This is an optimization exercise on Yosys and OpenROAD, whose aim is small area, a short achievable clock period and few clock cycles per item, not a production implementation.
Only simulation tests tie the RTL to the original design; equivalence was not proved.

Setup of run 1:
## sm4Core
module sm4Core (
  input  wire logic                             clk,
  input  wire logic                             rst_n,
  input  wire logic                             start,
  input  wire logic                             decrypt,
  input  wire logic [sm4CorePkg::BLOCK_W-1:0]   key,
  input  wire logic [sm4CorePkg::BLOCK_W-1:0]   textIn,
  output logic [sm4CorePkg::BLOCK_W-1:0]        textOut,
  output logic                                  done
);
Size: roughly 390 I/O pins, ~44,000 um^2 of cells after synthesis.
Settings: LEC_CHECK=0, CAP_MARGIN=20, CORE_MARGIN=2, CORE_UTILIZATION=60, SETUP_SLACK_MARGIN=5, SLEW_MARGIN=20, TNS_END_PERCENT=0; clock period 11.0 ns.
standard.sh (not shown) runs the stock make flow with config.mk's settings and CLKGATE_MAP_FILE= SYNTH_SCRIPT=/design/flow/synth_recipe.tcl, a recipe that flattens the netlist after the stock synthesis.
==> flow/flow/run.sh <==
#!/bin/bash
# Own layout flow: the standard flow (standard.sh), with
#  - synthesis as standard.sh does it, except for the ABC mapping script
#    (flow/abc.script) used for the logic between the registers;
#  - the ORFS knobs in flow/knobs.txt added to the layout's make call.
# Registers, their names and cells are the standard synthesis's: the
# flip-flops are mapped before ABC runs and ABC does not touch them.
# Each tool's full output goes to a log file of its own in this folder.
set -euo pipefail
here=$(pwd)
fdir=$here/flow

# synthesis script: synth_recipe.tcl with ORFS's synth.tcl swapped for a copy
# whose abc call uses flow/abc.script.
sed "s#^  log_cmd abc {\*}\$abc_args#  set abc_args [lreplace \$abc_args 1 1 $fdir/abc.script]\n  log_cmd abc {*}\$abc_args#" \
  "$FLOW_HOME/scripts/synth.tcl" > "$here/own_synth.tcl"
grep -q "abc.script" "$here/own_synth.tcl"
sed "s#\$::env(SCRIPTS_DIR)/synth.tcl#$here/own_synth.tcl#" "$here/synth_recipe.tcl" > "$here/own_synth_recipe.tcl"
grep -q "own_synth.tcl" "$here/own_synth_recipe.tcl"

knobs=()
if [[ -f $fdir/knobs.txt ]]; then
  while IFS= read -r line; do
    [[ -n "$line" && "$line" != \#* ]] && knobs+=("$line")
  done < "$fdir/knobs.txt"
fi

bash standard.sh "SYNTH_SCRIPT=$here/own_synth_recipe.tcl" synth > "$here/synth.log" 2>&1
bash standard.sh "SYNTH_SCRIPT=$here/own_synth_recipe.tcl" "${knobs[@]}" finish > "$here/layout.log" 2>&1
test -f "$here/out/final.def"
==> flow/flow/abc.script <==
strash
dch
map -B 0.9
topo
stime -c
buffer -c
upsize -c
dnsize -c
==> flow/flow/knobs.txt <==
BUFFER_PORTS_ARGS=-buffer_cell sky130_fd_sc_hd__buf_1
SETUP_SLACK_MARGIN=5.5
Testbench counts of run 1, summed over its fixed seeds: cycles 56,002, blocks 1,600.
> inputs changed (run 1 -> run 2)
--- a/flow/flow/run.sh
+++ b/flow/flow/run.sh
@@ -1,9 +1,13 @@
 #!/bin/bash
-# Own layout flow: the standard flow (standard.sh), with
-#  - synthesis as standard.sh does it, except for the ABC mapping script
-#    (flow/abc.script) used for the logic between the registers;
-#  - the ORFS knobs in flow/knobs.txt added to the layout's make call.
-# Registers, their names and cells are the standard synthesis's: the
-# flip-flops are mapped before ABC runs and ABC does not touch them.
-# Each tool's full output goes to a log file of its own in this folder.
+# Own layout flow: the standard flow (standard.sh) with two changes.
+#  - Synthesis is the standard one except for the ABC script that maps the
+#    logic between the registers: flow/abc.script (ORFS's area script, a
+#    delay-driven map with area recovery) instead of the speed script.
+#    The flip-flops are mapped before ABC runs and ABC does not touch them,
+#    so registers, their names and cells are the standard synthesis's.
+#  - flow/knobs.txt adds ORFS variables to the make calls: the port buffers
+#    are buf_1 cells (every port still gets one), and the timing repair
+#    aims at a larger setup margin. The clock and constraints are the standard flow's.
+# Each tool's full output goes to a log file of its own in this folder
+# (synth.log, layout.log, and ORFS's own logs under orfs/logs).
 set -euo pipefail
@@ -27,3 +31,3 @@
 
-bash standard.sh "SYNTH_SCRIPT=$here/own_synth_recipe.tcl" synth > "$here/synth.log" 2>&1
+bash standard.sh "SYNTH_SCRIPT=$here/own_synth_recipe.tcl" "${knobs[@]}" synth > "$here/synth.log" 2>&1
 bash standard.sh "SYNTH_SCRIPT=$here/own_synth_recipe.tcl" "${knobs[@]}" finish > "$here/layout.log" 2>&1
==> flow/flow/knobs.txt <==
BUFFER_PORTS_ARGS=-buffer_cell sky130_fd_sc_hd__buf_1
SETUP_SLACK_MARGIN=6.5
==> notes.md <==
- The number of buffers outside the clock class in the layout in run 2 sits about 50% above the value recorded for run 1.
- Of run 2 and run 1, it is run 2 that has the lower portion of the clock cycle consumed by the worst path in the final layout.
- Run 2 has post-place setup slack below what run 1 had.
- Run 2 reached the end of the flow, and the finished layout is clean on the timing, DRC and antenna checks.
- NOTE: clock-buffer cell count in run 2 falls short of that of run 1
- Changes observed in run 2 relative to run 1: number of resized instances in the post-cts repair step grew by 532, global-route usage grew by 1.3 points.
- Note that the total stage count of the critical path recorded for run 1 amounts to 0.946 times the value seen in run 2.
Modified inputs, run 3 compared to run 2
==> flow/flow/knobs.txt <==
BUFFER_PORTS_ARGS=-buffer_cell sky130_fd_sc_hd__buf_1
==> notes.md <==
Run 2 -> run 3: post-route cell area decreased by more than 10%. Going from run 2 to run 3, global-route met3 utilization decreased 1.8 points; worst setup slack now sits lower; worst slack at placement went up 110 ps; count of nets after finishing went down. Any difference in synthesized area between run 3 and run 2 is small enough to ignore. From run 2 to run 3 the numbers moved as follows: count of clock-buffer cells in the layout now larger, post-layout instance count excluding filler cells now smaller. Per the final summary, run 3 finished and its layout is clean on timing, DRC and antenna.
Modified inputs, run 4 compared to run 3
==> flow/flow/knobs.txt <==
BUFFER_PORTS_ARGS=-buffer_cell sky130_fd_sc_hd__buf_1
SETUP_SLACK_MARGIN=5.5
==> comparison <==
For run 3, the slowest cell on the critical path was sky130_fd_sc_hd__dfxtp_1, unlike run 4, where it was sky130_fd_sc_hd__dfxtp_2.
From run 4 to run 3, number of sequential cells did not move at all.
From run 3 to run 4 the numbers moved as follows: number of failing setup endpoints in the final timing report did not really move, number of global-route vias before repair did not really move, utilization went up, clock buffer count went down.
[compare] base=run 3 new=run 4: wire length of the first global-routing pass was more or less identical; total wire length after detailed routing increased 1.4%.
Cmp run 4 vs run 3: worst path arrival time lower in run 4
| half-perimeter wire length after detailed placement | run 4 vs run 3 | ≈ equal |
First-pass iteration count of the detailed router: run 4 lower than run 3
Changes in run 5 relative to run 4:
==> flow/flow/knobs.txt <==
BUFFER_PORTS_ARGS=-buffer_cell sky130_fd_sc_hd__buf_1
SETUP_SLACK_MARGIN=6
### Flow results
- Run 5 vs run 4: highest fanout seen on the critical path up in run 5
- NOTE: routed wire length in run 5 exceeds that of run 4
- From run 4 to run 5 the numbers moved as follows: via count saw an increase, relative slew slack saw a decrease.
diff inputs: run 5 => run 6
==> flow/flow/knobs.txt <==
BUFFER_PORTS_ARGS=-buffer_cell sky130_fd_sc_hd__buf_1
SETUP_SLACK_MARGIN=5.25
Notes after the runs:
Of run 5 and run 6, the lower final standard cell count with taps included and fillers excluded belongs to run 6. Run 6: full flow OK, the timing, DRC and antenna checks passed. Run 6 — non-clock buffer count about 16% lower, run 5 as reference. The synthesized net count was comparable across run 5 and run 6. Post-route clock period utilization: run 5 and run 6 compared, higher one is run 6.

========
sm4Core, a different RTL version from the one above (not shown whole).
Size in the first run: ~7300 cells after synthesis, ~460 flip-flops, about 390 I/O pins, about 45000 um2 of cells after synthesis.
==> flow/config.mk <==
export PLATFORM = sky130hd
export DESIGN_NAME = sm4Core
export DESIGN_NICKNAME = sm4Core
export VERILOG_FILES = /design/flow/design.v
export SDC_FILE = /design/flow/constraint.sdc
export NUM_CORES = 8
export LEC_CHECK = 0
export CAP_MARGIN = 20
export CORE_MARGIN = 2
export CORE_UTILIZATION = 60
export SETUP_SLACK_MARGIN = 5
export SLEW_MARGIN = 20
export TNS_END_PERCENT = 0
==> flow/constraint.sdc <==
create_clock -name core_clock -period 11.0 [get_ports {clk}]
set_input_delay 2.2000 -clock core_clock [delete_from_list [all_inputs] [get_ports {clk}]]
set_output_delay 2.2000 -clock core_clock [all_outputs]
set_load 0.01 [all_outputs]
==> flow/flow/run.sh <==
#!/bin/bash
# Own layout flow: the standard flow (standard.sh) with two changes.
#  - Synthesis is the standard one except for the ABC script that maps the
#    logic between the registers: flow/abc.script (ORFS's area script, a
#    delay-driven map with area recovery) instead of the speed script.
#    The flip-flops are mapped before ABC runs and ABC does not touch them,
#    so registers, their names and cells are the standard synthesis's.
#  - flow/knobs.txt adds ORFS variables to the make calls: the port buffers
#    are buf_1 cells (every port still gets one), and the timing repair
#    aims at a larger setup margin. The clock and constraints are the standard flow's.
# Each tool's full output goes to a log file of its own in this folder
# (synth.log, layout.log, and ORFS's own logs under orfs/logs).
set -euo pipefail
here=$(pwd)
fdir=$here/flow

# synthesis script: synth_recipe.tcl with ORFS's synth.tcl swapped for a copy
# whose abc call uses flow/abc.script.
sed "s#^  log_cmd abc {\*}\$abc_args#  set abc_args [lreplace \$abc_args 1 1 $fdir/abc.script]\n  log_cmd abc {*}\$abc_args#" \
  "$FLOW_HOME/scripts/synth.tcl" > "$here/own_synth.tcl"
grep -q "abc.script" "$here/own_synth.tcl"
sed "s#\$::env(SCRIPTS_DIR)/synth.tcl#$here/own_synth.tcl#" "$here/synth_recipe.tcl" > "$here/own_synth_recipe.tcl"
grep -q "own_synth.tcl" "$here/own_synth_recipe.tcl"

knobs=()
if [[ -f $fdir/knobs.txt ]]; then
  while IFS= read -r line; do
    [[ -n "$line" && "$line" != \#* ]] && knobs+=("$line")
  done < "$fdir/knobs.txt"
fi

bash standard.sh "SYNTH_SCRIPT=$here/own_synth_recipe.tcl" "${knobs[@]}" synth > "$here/synth.log" 2>&1
bash standard.sh "SYNTH_SCRIPT=$here/own_synth_recipe.tcl" "${knobs[@]}" finish > "$here/layout.log" 2>&1
test -f "$here/out/final.def"
==> flow/flow/knobs.txt <==
BUFFER_PORTS_ARGS=-buffer_cell sky130_fd_sc_hd__buf_1
SETUP_SLACK_MARGIN=6.5
Scripts as last shown in full above: flow/flow/abc.script
The first run finished with timing, DRC and antenna clean.
Testbench counts at the start, summed over its fixed seeds: cycles 56,002, blocks 1,600.
Edit:
==> flow/flow/knobs.txt (replaced) <==
BUFFER_PORTS_ARGS=-buffer_cell sky130_fd_sc_hd__buf_1
SETUP_SLACK_MARGIN=7
After rerunning: The new run ran to the end with no violations; cell area climbs by 14%; setup slack is better by 0.038 ns; first-iteration DRC count came out higher by 21%; count of clock-buffer cells in the layout grows by 8.
Edit:
==> flow/flow/knobs.txt (replaced) <==
BUFFER_PORTS_ARGS=-buffer_cell sky130_fd_sc_hd__buf_1
SETUP_SLACK_MARGIN=6
Die area is unchanged.
Wire length falls by about 16%.
Setup slack gets worse by 0.42 ns.
Register-to-register slack gets worse by 0.42 ns.
Sequential cell count stays the same.
Synthesized area stays the same.
Edit:
==> flow/flow/knobs.txt (replaced) <==
BUFFER_PORTS_ARGS=-buffer_cell sky130_fd_sc_hd__buf_1
SETUP_SLACK_MARGIN=6.6
The new run finished with timing, DRC and antenna clean; synthesized cell count stays the same; final cell count grows by about 2.4%; wire length grows by 6.5%; design area grows by 10%; clock-buffer cell count shrinks by 5; clock skew shrinks by 0.014 ns; global-route usage grows by 1.6 points.

## re-timing with driven ports
In the flow no input, the clock included, has a driving cell. The finished layouts below were timed again as built, in two steps.
Step 1 assumes that a clkbuf_16 drives the clock port and a buf_2 every other input.
Step 2, shift: input delay + t, output delay - t, t = (earliest + latest rising clock arrival at the registers) / 2. This alone moves slack from input paths to output paths.
Slacks: ideal ports / drivers / drivers and shift; pairs: ideal ports / drivers.
| run | t, ns | setup slack, ns | worst setup path after step 2 | worst data-port slew with drivers (ns) |
|---|---|---|---|---|
| run 1 | 0.696 | 5.705 / 5.705 / 5.079 | input to register | 0.13 |
| run 2 | 0.671 | 6.035 / 6.035 / 5.658 | input to register | 0.11 |
| run 3 | 0.665 | 5.150 / 5.150 / 4.584 | input to register | 0.11 |
| run 4 | 0.696 | 5.705 / 5.705 / 5.079 | input to register | 0.13 |
| run 5 | 0.668 | 5.969 / 6.012 / 5.344 | input to register | 0.12 |
| run 6 | 0.663 | 5.391 / 5.391 / 4.871 | input to register | 0.11 |
| the first run of note 2 | 0.662 | 6.452 / 6.487 / 5.825 | input to register | 0.14 |
| the second run of note 2 | 0.681 | 6.489 / 6.489 / 5.915 | input to register | 0.13 |
| the third run of note 2 | 0.674 | 6.070 / 6.070 / 5.489 | input to register | 0.14 |
| the fourth run of note 2 | 0.667 | 6.559 / 6.594 / 5.927 | input to register | 0.14 |
After both steps setup and hold are still met in every run listed. For the fourth run of note 2, which loses most, drivers alone change the setup slack by +0.035 ns; drivers and shift together by -0.632 ns.
